What follows belongs to an exercise in optimizing a design on an open flow for small area, a short achievable clock period and few clock cycles per item; a production flow would make more cautious choices. Where RTL was checked, it was by simulation tests only, not by an equivalence proof against the original. Power is estimated from default activity; no workload was simulated.

Design multiturn_polar_angle_tracker, start of the top module:
module multiturn_polar_angle_tracker #(
  parameter int SAMPLES_PER_AVERAGE = 5,
  parameter int SAMPLE_BITS         = 12
) (
  input  logic                                  clk,
  input  logic                                  rst,
  input  logic                                  psel,
  input  logic                                  penable,
  input  logic                                  pwrite,
  input  logic [mpat_pkg::APB_ADDR_W-1:0]       paddr,
  input  logic [mpat_pkg::APB_DATA_W-1:0]       pwdata,
  output logic [mpat_pkg::APB_DATA_W-1:0]       prdata,
  output logic                                  pready,
  input  logic [SAMPLE_BITS-1:0]                sample,
  input  logic                                  sample_valid,
  output logic                                  sample_stall,
  output logic signed [mpat_pkg::ANGLE_W-1:0]   angle_q8,
  output logic [mpat_pkg::STAGE_W-1:0]          stage,
  output logic [mpat_pkg::OUT_W-1:0]            average,
  output logic [mpat_pkg::OUT_W-1:0]            max_seen,
  output logic [mpat_pkg::OUT_W-1:0]            min_seen,
  output logic                                  result_valid,
  input  logic                                  result_stall
);
  function automatic logic [2:0] booth_enc(input logic [2:0] b);
    booth_enc = {b[1] ^ b[0],
                 (b[2] & ~b[1] & ~b[0]) | (~b[2] & b[1] & b[0]),
                 b[2] & ~(b[1] & b[0])};
  endfunction
  logic [11:0] r_zero;
  logic [15:0] r_gain;
  logic [8:0]  r_deg;
  logic [8:0]  r_off;
  logic [11:0] r_thr;
  logic [3:0]  r_max;
  logic [2:0]  idx;
  logic        wr;
  assign idx    = paddr[4:2];
  assign wr     = psel && penable && pwrite;
  assign pready = 1'b1;
  always_ff @(posedge clk) begin
    if (rst) begin
      r_zero <= mpat_pkg::RST_ZERO_CODE;
      r_gain <= mpat_pkg::RST_GAIN_Q16;
      r_deg  <= mpat_pkg::RST_STAGE_DEGREES;
      r_off  <= mpat_pkg::RST_ANGLE_OFFSET;
      r_thr  <= mpat_pkg::RST_JUMP_THRESHOLD;
      r_max  <= mpat_pkg::RST_MAX_STAGE;
    end else if (wr) begin
      case (idx)
        3'd0:    r_zero <= pwdata[11:0];
        3'd1:    r_gain <= pwdata[15:0];
        3'd2:    r_deg  <= pwdata[8:0];
  ...
clock: 7.0 ns
lec_check: 0
cap_margin: 20
core_margin: 2
core_utilization: 40
cts_cluster_diameter: 120
cts_cluster_size: 24
setup_slack_margin: 3.0
slew_margin: 20
standard.sh (not shown) runs the stock make flow with config.mk's settings and CLKGATE_MAP_FILE= SYNTH_SCRIPT=/design/flow/synth_recipe.tcl, a recipe that flattens the netlist after the stock synthesis.
==> flow/flow/run.sh <==
#!/bin/bash
# Layout flow: the standard ORFS flow (standard.sh's make call) with these
# changes: synthesis maps with an area-oriented ABC script (flow/area.abc)
# instead of ORFS's speed script; ports are buffered with buf_N cells given
# below; and the cells listed in EXTRA_DONT_USE are kept out of the netlist
# (added to the platform's don't-use list). Register mapping, flattening,
# renaming, floorplan, power grid, placement, CTS and routing are unchanged.
set -euo pipefail
here=$(pwd)
EXTRA_DONT_USE="sky130_fd_sc_hd__a222oi_1"
PORT_BUFFER="sky130_fd_sc_hd__buf_1"
# synthesis body: ORFS synth.tcl with the abc script argument replaced
sed 's#^source \$::env(SCRIPTS_DIR)/synth_preamble.tcl#source $::env(SCRIPTS_DIR)/synth_preamble.tcl\nset abc_args [lreplace $abc_args 1 1 $::env(MY_ABC_SCRIPT)]#' \
  "$FLOW_HOME/scripts/synth.tcl" > "$here/my_synth_body.tcl"
grep -q 'MY_ABC_SCRIPT' "$here/my_synth_body.tcl"
# The standard flow's synthesis wrapper, sourcing that body instead of ORFS's synth.tcl
sed "s#source \$::env(SCRIPTS_DIR)/synth.tcl#source $here/my_synth_body.tcl#" \
  "$here/synth_recipe.tcl" > "$here/my_synth.tcl"
grep -q 'my_synth_body.tcl' "$here/my_synth.tcl"
# the platform's don't-use list plus the extra cells
du=$(DONT_USE_CELLS="$EXTRA_DONT_USE" make -s -C "$FLOW_HOME" DESIGN_CONFIG="$here/config.mk" \
  WORK_HOME="$here/orfs" print-DONT_USE_CELLS 2> "$here/dont_use.log" | sed -n 's/^DONT_USE_CELLS: //p')
echo "$du" >> "$here/dont_use.log"
for c in $EXTRA_DONT_USE; do grep -q "$c" <<< "$du"; done
grep -q 'probe_p_8' <<< "$du"
# standard.sh with the synthesis script swapped and the don't-use list given
sed "s#SYNTH_SCRIPT=[^ ]*#SYNTH_SCRIPT=$here/my_synth.tcl DONT_USE_CELLS=\"$du\"#" \
  "$here/standard.sh" > "$here/my_standard.sh"
grep -q 'my_synth.tcl' "$here/my_standard.sh"
export BUFFER_PORTS_ARGS="-buffer_cell $PORT_BUFFER"
export MY_ABC_SCRIPT="$here/flow/area.abc"
bash "$here/my_standard.sh" > "$here/flow.log" 2>&1
==> flow/flow/area.abc <==
&get -n
&st
&dch
&nf
&put
Then changed:
--- a/flow/design.v
+++ b/flow/design.v
@@ -50,21 +50,16 @@
   output logic signed [mpat_pkg::ANGLE_W-1:0]   angle_q8,
   output logic [mpat_pkg::STAGE_W-1:0]          stage,
   output logic [mpat_pkg::OUT_W-1:0]            average,
   output logic [mpat_pkg::OUT_W-1:0]            max_seen,
   output logic [mpat_pkg::OUT_W-1:0]            min_seen,
   output logic                                  result_valid,
   input  logic                                  result_stall
 );
-  function automatic logic [2:0] booth_enc(input logic [2:0] b);
-    booth_enc = {b[1] ^ b[0],
-                 (b[2] & ~b[1] & ~b[0]) | (~b[2] & b[1] & b[0]),
-                 b[2] & ~(b[1] & b[0])};
-  endfunction
   logic [11:0] r_zero;
   logic [15:0] r_gain;
   logic [8:0]  r_deg;
   logic [8:0]  r_off;
   logic [11:0] r_thr;
   logic [3:0]  r_max;
   logic [2:0]  idx;
   logic        wr;
@@ -286,16 +281,21 @@
     if (do_load) begin
       d_next = {dval, 1'b0};
     end else if (m_busy && m_go) begin
       d_next = {{4{d_q[13]}}, d_q[13:4]};
     end else begin
       d_next = d_q;
     end
   end
+  function automatic logic [2:0] booth_enc(input logic [2:0] b);
+    booth_enc = {b[1] ^ b[0],
+                 (b[2] & ~b[1] & ~b[0]) | (~b[2] & b[1] & b[0]),
+                 b[2] & ~(b[1] & b[0])};
+  endfunction
   always_ff @(posedge clk) begin
     enc_q  <= {booth_enc(d_next[4:2]), booth_enc(d_next[2:0])};
     last_q <= do_load ? 1'b0 : ((m_busy && m_go) ? (m_cnt == 2'd2) : (m_cnt == 2'd3));
   end
   always_comb begin
     logic [17:0] g1;
     logic [17:0] g2;
     logic [20:0] xs;
@@ -319,51 +319,49 @@
     for (int i = 1; i < 21; i++) begin
       cs_c[i] = (a[i-1] & row0[i-1]) | (a[i-1] & row1[i-1]) | (row0[i-1] & row1[i-1]);
     end
   end
   assign tsum = cs_s + cs_c;
   logic [13:0] x_q;
   logic [13:0] x_next;
   always_comb begin
-    logic [2:0]  e0;
-    logic [2:0]  e1;
-    logic [9:0]  m0;
-    logic [9:0]  m1;
-    logic [13:0] r0;
-    logic [13:0] r1;
-    logic [13:0] r2;
-    logic [13:0] r3;
+    logic [13:0] r [5];
     logic [13:0] s1;
     logic [13:0] c1;
     logic [13:0] s2;
     logic [13:0] c2;
-    e0 = booth_enc({stg_q[1:0], 1'b0});
-    e1 = booth_enc(stg_q[3:1]);
-    m0 = ({10{e0[2]}} & {1'b0, r_deg}) | ({10{e0[1]}} & {r_deg, 1'b0});
-    m1 = ({10{e1[2]}} & {1'b0, r_deg}) | ({10{e1[1]}} & {r_deg, 1'b0});
-    r0 = {{4{e0[0]}}, m0 ^ {10{e0[0]}}};
-    r1 = {{2{e1[0]}}, m1 ^ {10{e1[0]}}, 1'b0, e0[0]};
-    r2 = {1'b0, stg_q[3] ? r_deg : 9'd0, 1'b0, e1[0], 1'b0, 1'b1};
-    r3 = ~{5'b0, r_off};
+    logic [13:0] s3;
+    logic [13:0] c3;
+    for (int j = 0; j < 4; j++) begin
+      r[j] = stg_q[j] ? (14'(r_deg) << j) : 14'd0;
+    end
+    r[4] = ~{5'b0, r_off};
     for (int i = 0; i < 14; i++) begin
-      s1[i] = r0[i] ^ r1[i] ^ r2[i];
+      s1[i] = r[4][i] ^ r[0][i] ^ r[1][i];
     end
-    c1[0] = 1'b0;
+    c1[0] = 1'b1;
     for (int i = 1; i < 14; i++) begin
-      c1[i] = (r0[i-1] & r1[i-1]) | (r0[i-1] & r2[i-1]) | (r1[i-1] & r2[i-1]);
+      c1[i] = (r[4][i-1] & r[0][i-1]) | (r[4][i-1] & r[1][i-1]) | (r[0][i-1] & r[1][i-1]);
     end
     for (int i = 0; i < 14; i++) begin
-      s2[i] = s1[i] ^ c1[i] ^ r3[i];
+      s2[i] = s1[i] ^ c1[i] ^ r[2][i];
     end
     c2[0] = 1'b0;
     for (int i = 1; i < 14; i++) begin
-      c2[i] = (s1[i-1] & c1[i-1]) | (s1[i-1] & r3[i-1]) | (c1[i-1] & r3[i-1]);
+      c2[i] = (s1[i-1] & c1[i-1]) | (s1[i-1] & r[2][i-1]) | (c1[i-1] & r[2][i-1]);
+    end
+    for (int i = 0; i < 14; i++) begin
+      s3[i] = s2[i] ^ c2[i] ^ r[3][i];
+    end
+    c3[0] = 1'b0;
+    for (int i = 1; i < 14; i++) begin
+      c3[i] = (s2[i-1] & c2[i-1]) | (s2[i-1] & r[3][i-1]) | (c2[i-1] & r[3][i-1]);
     end
-    x_next = s2 + c2;
+    x_next = s3 + c3;
   end
   always_ff @(posedge clk) begin
     x_q <= x_next;
   end
   logic [2:0] cnt_next;
   logic       s_full_next;
   always_comb begin
     cnt_next = cnt;
Cell area fell by about 2.7%.
Routed wire length shrinks by 5.1%.
Power fell by 0.73%.
Die area drops by 1.8%.
Setup slack is better by 28 ps.
Via count falls by 2.6%.
Count of clock-buffer cells in the layout came out lower by 2.
Flip-flop and latch count does not change.
Sequential power hardly moves.
Register-to-register slack improved by 160 ps.
Testbench counts after the change, summed over its fixed seeds: cycles 16,064, items 3,200.
No functional check of the RTL was part of the first run of this note.

========
Setup of main:
multiturn_polar_angle_tracker, a different RTL version from the one above (not shown whole).
Size in the first run: about 1600 cells after synthesis, ~210 flip-flops, ~0.014 mm^2 of cells after synthesis.
clock: 7.0 ns
lec_check: 0
cap_margin: 20
core_margin: 2
core_utilization: 40
setup_slack_margin: 3.0
slew_margin: 20
==> flow/flow/run.sh <==
#!/bin/bash
# Layout flow: the standard ORFS flow, with one change in synthesis: the
# ABC technology-mapping script is an area-oriented one (area.abc) instead of
# ORFS's speed script. Everything else (register mapping, flattening, renaming,
# floorplan, placement, CTS, routing) is the standard flow, run through
# standard.sh with its own make arguments.
set -euo pipefail
here=$(pwd)
# synthesis body: ORFS synth.tcl with the abc script argument replaced
sed 's#^source \$::env(SCRIPTS_DIR)/synth_preamble.tcl#source $::env(SCRIPTS_DIR)/synth_preamble.tcl\nset abc_args [lreplace $abc_args 1 1 $::env(MY_ABC_SCRIPT)]#' \
  "$FLOW_HOME/scripts/synth.tcl" > "$here/my_synth_body.tcl"
grep -q 'MY_ABC_SCRIPT' "$here/my_synth_body.tcl"
# The standard flow's synthesis wrapper, sourcing that body instead of ORFS's synth.tcl
sed "s#source \$::env(SCRIPTS_DIR)/synth.tcl#source $here/my_synth_body.tcl#" \
  "$here/synth_recipe.tcl" > "$here/my_synth.tcl"
grep -q 'my_synth_body.tcl' "$here/my_synth.tcl"
# standard.sh with the synthesis script swapped
sed "s#SYNTH_SCRIPT=[^ ]*#SYNTH_SCRIPT=$here/my_synth.tcl#" "$here/standard.sh" > "$here/my_standard.sh"
grep -q 'my_synth.tcl' "$here/my_standard.sh"
export BUFFER_PORTS_ARGS="-buffer_cell sky130_fd_sc_hd__buf_2"
export MY_ABC_SCRIPT="$here/flow/area.abc"
bash "$here/my_standard.sh" > "$here/flow.log" 2>&1
Scripts as last shown in full above: flow/flow/area.abc
What the feature branch does differently from main at the input level:
--- a/flow/design.v
+++ b/flow/design.v
@@ -173,25 +173,24 @@
   logic [13:0] up_s;
   logic [13:0] up_c;
   logic [13:0] dn_s;
   logic [13:0] dn_c;
   logic [13:0] up_y;
   logic [13:0] dn_y;
   logic        up;
   logic        down;
   logic [12:0] gt_y;
   logic [12:0] lt_y;
   logic        new_max;
   logic        new_min;
-  logic [4:0]  step;
   logic [3:0]  stg_next;
   always_comb begin
     logic [13:0] p;
     logic [13:0] m;
     logic [13:0] np;
     logic [13:0] nm;
     logic [13:0] nt;
     p  = {2'b0, avg_q};
     m  = {2'b0, mean};
     np = ~p;
     nm = ~m;
     nt = ~{2'b0, r_thr};
@@ -206,35 +205,36 @@
       dn_c[i] = (m[i-1] & np[i-1]) | (m[i-1] & nt[i-1]) | (np[i-1] & nt[i-1]);
     end
   end
   assign up_y    = up_s + up_c;
   assign dn_y    = dn_s + dn_c;
   assign up      = !up_y[13];
   assign down    = !dn_y[13];
   assign gt_y    = {1'b0, mean} + {1'b0, ~max_q};
   assign lt_y    = {1'b0, min_q} + {1'b0, ~mean};
   assign new_max = gt_y[12];
   assign new_min = lt_y[12];
   always_comb begin
+    logic [3:0] inc_v;
+    logic [3:0] dec_v;
+    logic [3:0] keep_v;
+    inc_v  = ({1'b0, stg_q} + 5'd1 > {1'b0, r_max}) ? 4'd0 : stg_q + 4'd1;
+    dec_v  = (stg_q == 4'd0 || stg_q - 4'd1 > r_max) ? 4'd0 : stg_q - 4'd1;
+    keep_v = (stg_q > r_max) ? 4'd0 : stg_q;
     if (up) begin
-      step = {1'b0, stg_q} + 5'd1;
+      stg_next = inc_v;
     end else if (down) begin
-      step = {1'b0, stg_q} - 5'd1;
+      stg_next = dec_v;
     end else begin
-      step = {1'b0, stg_q};
-    end
-    if (step > {1'b0, r_max}) begin
-      stg_next = '0;
-    end else begin
-      stg_next = step[3:0];
+      stg_next = keep_v;
     end
   end
   logic signed [16:0] a_q;
   logic [13:0]        d_q;
   logic [7:0]         l_q;
   logic [1:0]         m_cnt;
   logic               m_busy;
   logic               m_idle;
   logic [12:0]        dval;
   logic [6:0]         dneg;
   logic [16:0]        a_init;
   assign dval = {1'b0, mean} - {1'b0, r_zero};
Notes after the runs:
Compared to main, the feature branch has maximum number of pins on one net before global-route repair about 11% lower. Area of all placed cells without fillers on the feature branch is down relative to main. Against main as the reference, the feature branch delivers a higher global placer's final weighted congestion. The feature branch ended with less overall power of the completed layout than main. The lower power density of the placed cells came out of the feature branch. Compared with main, the feature branch shows a lower layout overhead on the synthesized area. main and the feature branch ended up with roughly the same sequential logic power. The feature branch improves on main in wire length reported by the detailed router. main has lower final worst slack than the feature branch. Higher die extent in x goes to the feature branch over main. The feature branch vs main: worst slew margin relative to its limit down. Diff the feature branch and main: area share of and/or/nand/nor cells after synthesis lower in the feature branch. Against main, the feature branch comes in 0.52 points higher on share of cell area taken by flip-flops and latches.
Testbench counts of the feature branch, summed over its fixed seeds: cycles 16,064, items 3,200.
For main, only the layout was checked, not whether the RTL still works.

========
Setup of lane 1:
multiturn_polar_angle_tracker, a different RTL version from the one above (not shown whole).
Size: ~1700 cells after synthesis, roughly 14000 um2 of cells after synthesis.
==> flow/config.mk <==
export PLATFORM = sky130hd
export DESIGN_NAME = multiturn_polar_angle_tracker
export DESIGN_NICKNAME = multiturn_polar_angle_tracker
export VERILOG_FILES = /design/flow/design.v
export SDC_FILE = /design/flow/constraint.sdc
export NUM_CORES = 4
export LEC_CHECK = 0
export CAP_MARGIN = 20
export CORE_MARGIN = 2
export CORE_UTILIZATION = 40
export CTS_CLUSTER_DIAMETER = 120
export CTS_CLUSTER_SIZE = 24
export SETUP_SLACK_MARGIN = 3.15
export SLEW_MARGIN = 20
==> flow/constraint.sdc <==
create_clock -name core_clock -period 7.0 [get_ports {clk}]
set_input_delay 1.4000 -clock core_clock [delete_from_list [all_inputs] [get_ports {clk}]]
set_output_delay 1.4000 -clock core_clock [all_outputs]
set_load 0.01 [all_outputs]
==> flow/flow/run.sh <==
#!/bin/bash
# Layout flow: the standard ORFS flow (standard.sh's make call) with these
# changes: synthesis maps with an area-oriented ABC script (flow/area.abc)
# instead of ORFS's speed script; ports are buffered with buf_N cells given
# below; and the cells listed in EXTRA_DONT_USE are kept out of the netlist
# (added to the platform's don't-use list). Register mapping, flattening,
# renaming, floorplan, power grid, placement, CTS and routing are unchanged.
set -euo pipefail
here=$(pwd)
EXTRA_DONT_USE="sky130_fd_sc_hd__a222oi_1"
PORT_BUFFER="sky130_fd_sc_hd__buf_1"
# synthesis body: ORFS synth.tcl with the abc script argument replaced
sed 's#^source \$::env(SCRIPTS_DIR)/synth_preamble.tcl#source $::env(SCRIPTS_DIR)/synth_preamble.tcl\nset abc_args [lreplace $abc_args 1 1 $::env(MY_ABC_SCRIPT)]#' \
  "$FLOW_HOME/scripts/synth.tcl" > "$here/my_synth_body.tcl"
grep -q 'MY_ABC_SCRIPT' "$here/my_synth_body.tcl"
# The standard flow's synthesis wrapper, sourcing that body instead of ORFS's synth.tcl
sed "s#source \$::env(SCRIPTS_DIR)/synth.tcl#source $here/my_synth_body.tcl#" \
  "$here/synth_recipe.tcl" > "$here/my_synth.tcl"
grep -q 'my_synth_body.tcl' "$here/my_synth.tcl"
# the platform's don't-use list plus the extra cells
du=$(DONT_USE_CELLS="$EXTRA_DONT_USE" make -s -C "$FLOW_HOME" DESIGN_CONFIG="$here/config.mk" \
  WORK_HOME="$here/orfs" print-DONT_USE_CELLS 2> "$here/dont_use.log" | sed -n 's/^DONT_USE_CELLS: //p')
echo "$du" >> "$here/dont_use.log"
for c in $EXTRA_DONT_USE; do grep -q "$c" <<< "$du"; done
grep -q 'probe_p_8' <<< "$du"
# standard.sh with the synthesis script swapped and the don't-use list given
sed "s#SYNTH_SCRIPT=[^ ]*#SYNTH_SCRIPT=$here/my_synth.tcl ADDER_MAP_FILE= DONT_USE_CELLS=\"$du\"#" \
  "$here/standard.sh" > "$here/my_standard.sh"
grep -q 'my_synth.tcl' "$here/my_standard.sh"
export BUFFER_PORTS_ARGS="-buffer_cell $PORT_BUFFER"
export MY_ABC_SCRIPT="$here/flow/area.abc"
bash "$here/my_standard.sh" > "$here/flow.log" 2>&1
Scripts as last shown in full above: flow/flow/area.abc
Testbench counts of lane 1, summed over its fixed seeds: cycles 16,064, items 3,200.
Setup changes, lane 1 to lane 2
diff --git a/flow/design.v b/flow/design.v
--- a/flow/design.v
+++ b/flow/design.v
@@ -231,18 +231,17 @@
   logic signed [16:0] a_q;
   logic [13:0]        d_q;
   logic [7:0]         l_q;
   logic [1:0]         m_cnt;
   logic               m_busy;
   logic               m_idle;
   logic [12:0]        dval;
-  logic [20:0]        tsum;
   logic [6:0]         dneg;
   logic [16:0]        a_init;
-  assign dval = tsum[12:0];
+  assign dval = {1'b0, mean} - {1'b0, r_zero};
   always_comb begin
     logic [15:0] dx;
     dx = {dval[12], dval[12], dval, 1'b0};
     for (int j = 0; j < 7; j++) begin
       dneg[j] = dx[2*j+2] & ~(dx[2*j+1] & dx[2*j]);
     end
     a_init     = '0;
@@ -270,19 +269,18 @@
   logic trk_d;
   logic m_go;
   assign m_go = (m_cnt != 2'd3) || (out_busy && !trk_d);
   logic [20:0] row0;
   logic [20:0] row1;
   logic [20:0] cs_s;
   logic [20:0] cs_c;
+  logic [20:0] tsum;
   logic [13:0] d_next;
   logic [5:0]  enc_q;
   logic        last_q;
-  logic        busy_next;
-  assign busy_next = do_load || (m_busy && !(m_go && m_cnt == 2'd3));
   always_comb begin
     if (do_load) begin
       d_next = {dval, 1'b0};
     end else if (m_busy && m_go) begin
       d_next = {{4{d_q[13]}}, d_q[13:4]};
     end else begin
       d_next = d_q;
@@ -290,16 +288,16 @@
   end
   function automatic logic [2:0] booth_enc(input logic [2:0] b);
     booth_enc = {b[1] ^ b[0],
                  (b[2] & ~b[1] & ~b[0]) | (~b[2] & b[1] & b[0]),
                  b[2] & ~(b[1] & b[0])};
   endfunction
   always_ff @(posedge clk) begin
-    enc_q  <= busy_next ? {booth_enc(d_next[4:2]), booth_enc(d_next[2:0])} : 6'd0;
-    last_q <= busy_next && (do_load ? 1'b0 : ((m_busy && m_go) ? (m_cnt == 2'd2) : (m_cnt == 2'd3)));
+    enc_q  <= {booth_enc(d_next[4:2]), booth_enc(d_next[2:0])};
+    last_q <= do_load ? 1'b0 : ((m_busy && m_go) ? (m_cnt == 2'd2) : (m_cnt == 2'd3));
   end
   always_comb begin
     logic [17:0] g1;
     logic [17:0] g2;
     logic [20:0] xs;
     logic [20:0] a;
     g1 = {2'b0, r_gain};
@@ -309,21 +307,19 @@
       row1[i + 2] = ((enc_q[5] & g1[i]) | (enc_q[4] & g2[i])) ^ enc_q[3];
     end
     row0[20:18] = {3{enc_q[0]}};
     row1[1:0]   = 2'b00;
     row1[20]    = enc_q[3];
     xs   = {{3{x_q[13]}}, x_q, 4'b0};
     row1 = row1 | (last_q ? xs : 21'd0);
-    row0 = row0 | (m_busy ? 21'd0 : {9'b0, mean});
-    row1 = row1 | (m_busy ? 21'd0 : ~{9'b0, r_zero});
-    a = m_busy ? 21'(a_q) : 21'd0;
+    a = 21'(a_q);
     for (int i = 0; i < 21; i++) begin
       cs_s[i] = a[i] ^ row0[i] ^ row1[i];
     end
-    cs_c[0] = !m_busy;
+    cs_c[0] = 1'b0;
     for (int i = 1; i < 21; i++) begin
       cs_c[i] = (a[i-1] & row0[i-1]) | (a[i-1] & row1[i-1]) | (row0[i-1] & row1[i-1]);
     end
   end
   assign tsum = cs_s + cs_c;
   logic [13:0] x_q;
   logic [13:0] x_next;
### Flow results
Lane 2 vs. lane 1: share of synthesized cell area in full adder, half adder and majority cells increased 0.31 points, fill cell instance count of the final layout rose by about 4%.
When the final numbers for lane 2 and lane 1 were put side by side, the worst-case setup margin in the final layout turned out to be greater in lane 2.
Lane 2: global routing usage summed across all routing layers is 0.22 points lower than what lane 1 reported.
Of the two values seen for group drawing the most power, combinational cells was produced by lane 2 and sequential cells by lane 1.
Initial antenna violation count ends up higher on lane 2.
Testbench counts of lane 2, summed over its fixed seeds: cycles 16,064, items 3,200.

-- re-timing with driven ports --
The results above use ideal ports. As a check the final layouts listed here were re-extracted and re-timed, cells and wires unchanged. Step 1 sets driving cells, clkbuf_16 on the clock port and buf_2 on the other inputs (assumed; they add their load-dependent delay and slew). Step 2, shift: input delay + t, output delay - t, t = (earliest + latest rising clock arrival at the registers) / 2. This alone moves slack from input paths to output paths. Three values: ideal, step 1, step 2; two values: the first two.
run | t, ns | slack for setup (ns) | worst setup path at the end | latest minus earliest clock arrival (ns) | worst register clock-pin slew, ns
the first run of note 1 | 0.538 | 3.059 / 3.059 / 2.847 | input to register | 0.041 / 0.041 | 0.11 / 0.11
the second run of note 1 | 0.527 | 3.087 / 3.064 / 3.064 | input to output | 0.026 / 0.026 | 0.11 / 0.11
main | 0.581 | 2.845 / 2.805 / 2.805 | input to output | 0.013 / 0.013 | 0.06 / 0.06
the feature branch | 0.582 | 2.908 / 2.870 / 2.870 | input to output | 0.020 / 0.020 | 0.07 / 0.07
lane 1 | 0.538 | 3.170 / 3.124 / 3.026 | input to register | 0.021 / 0.021 | 0.12 / 0.12
lane 2 | 0.532 | 3.175 / 3.139 / 2.792 | input to register | 0.021 / 0.021 | 0.11 / 0.11
After both steps every run listed still meets setup and hold. For lane 2, which loses most, drivers alone change the setup slack by -0.036 ns; drivers and shift together by -0.383 ns.
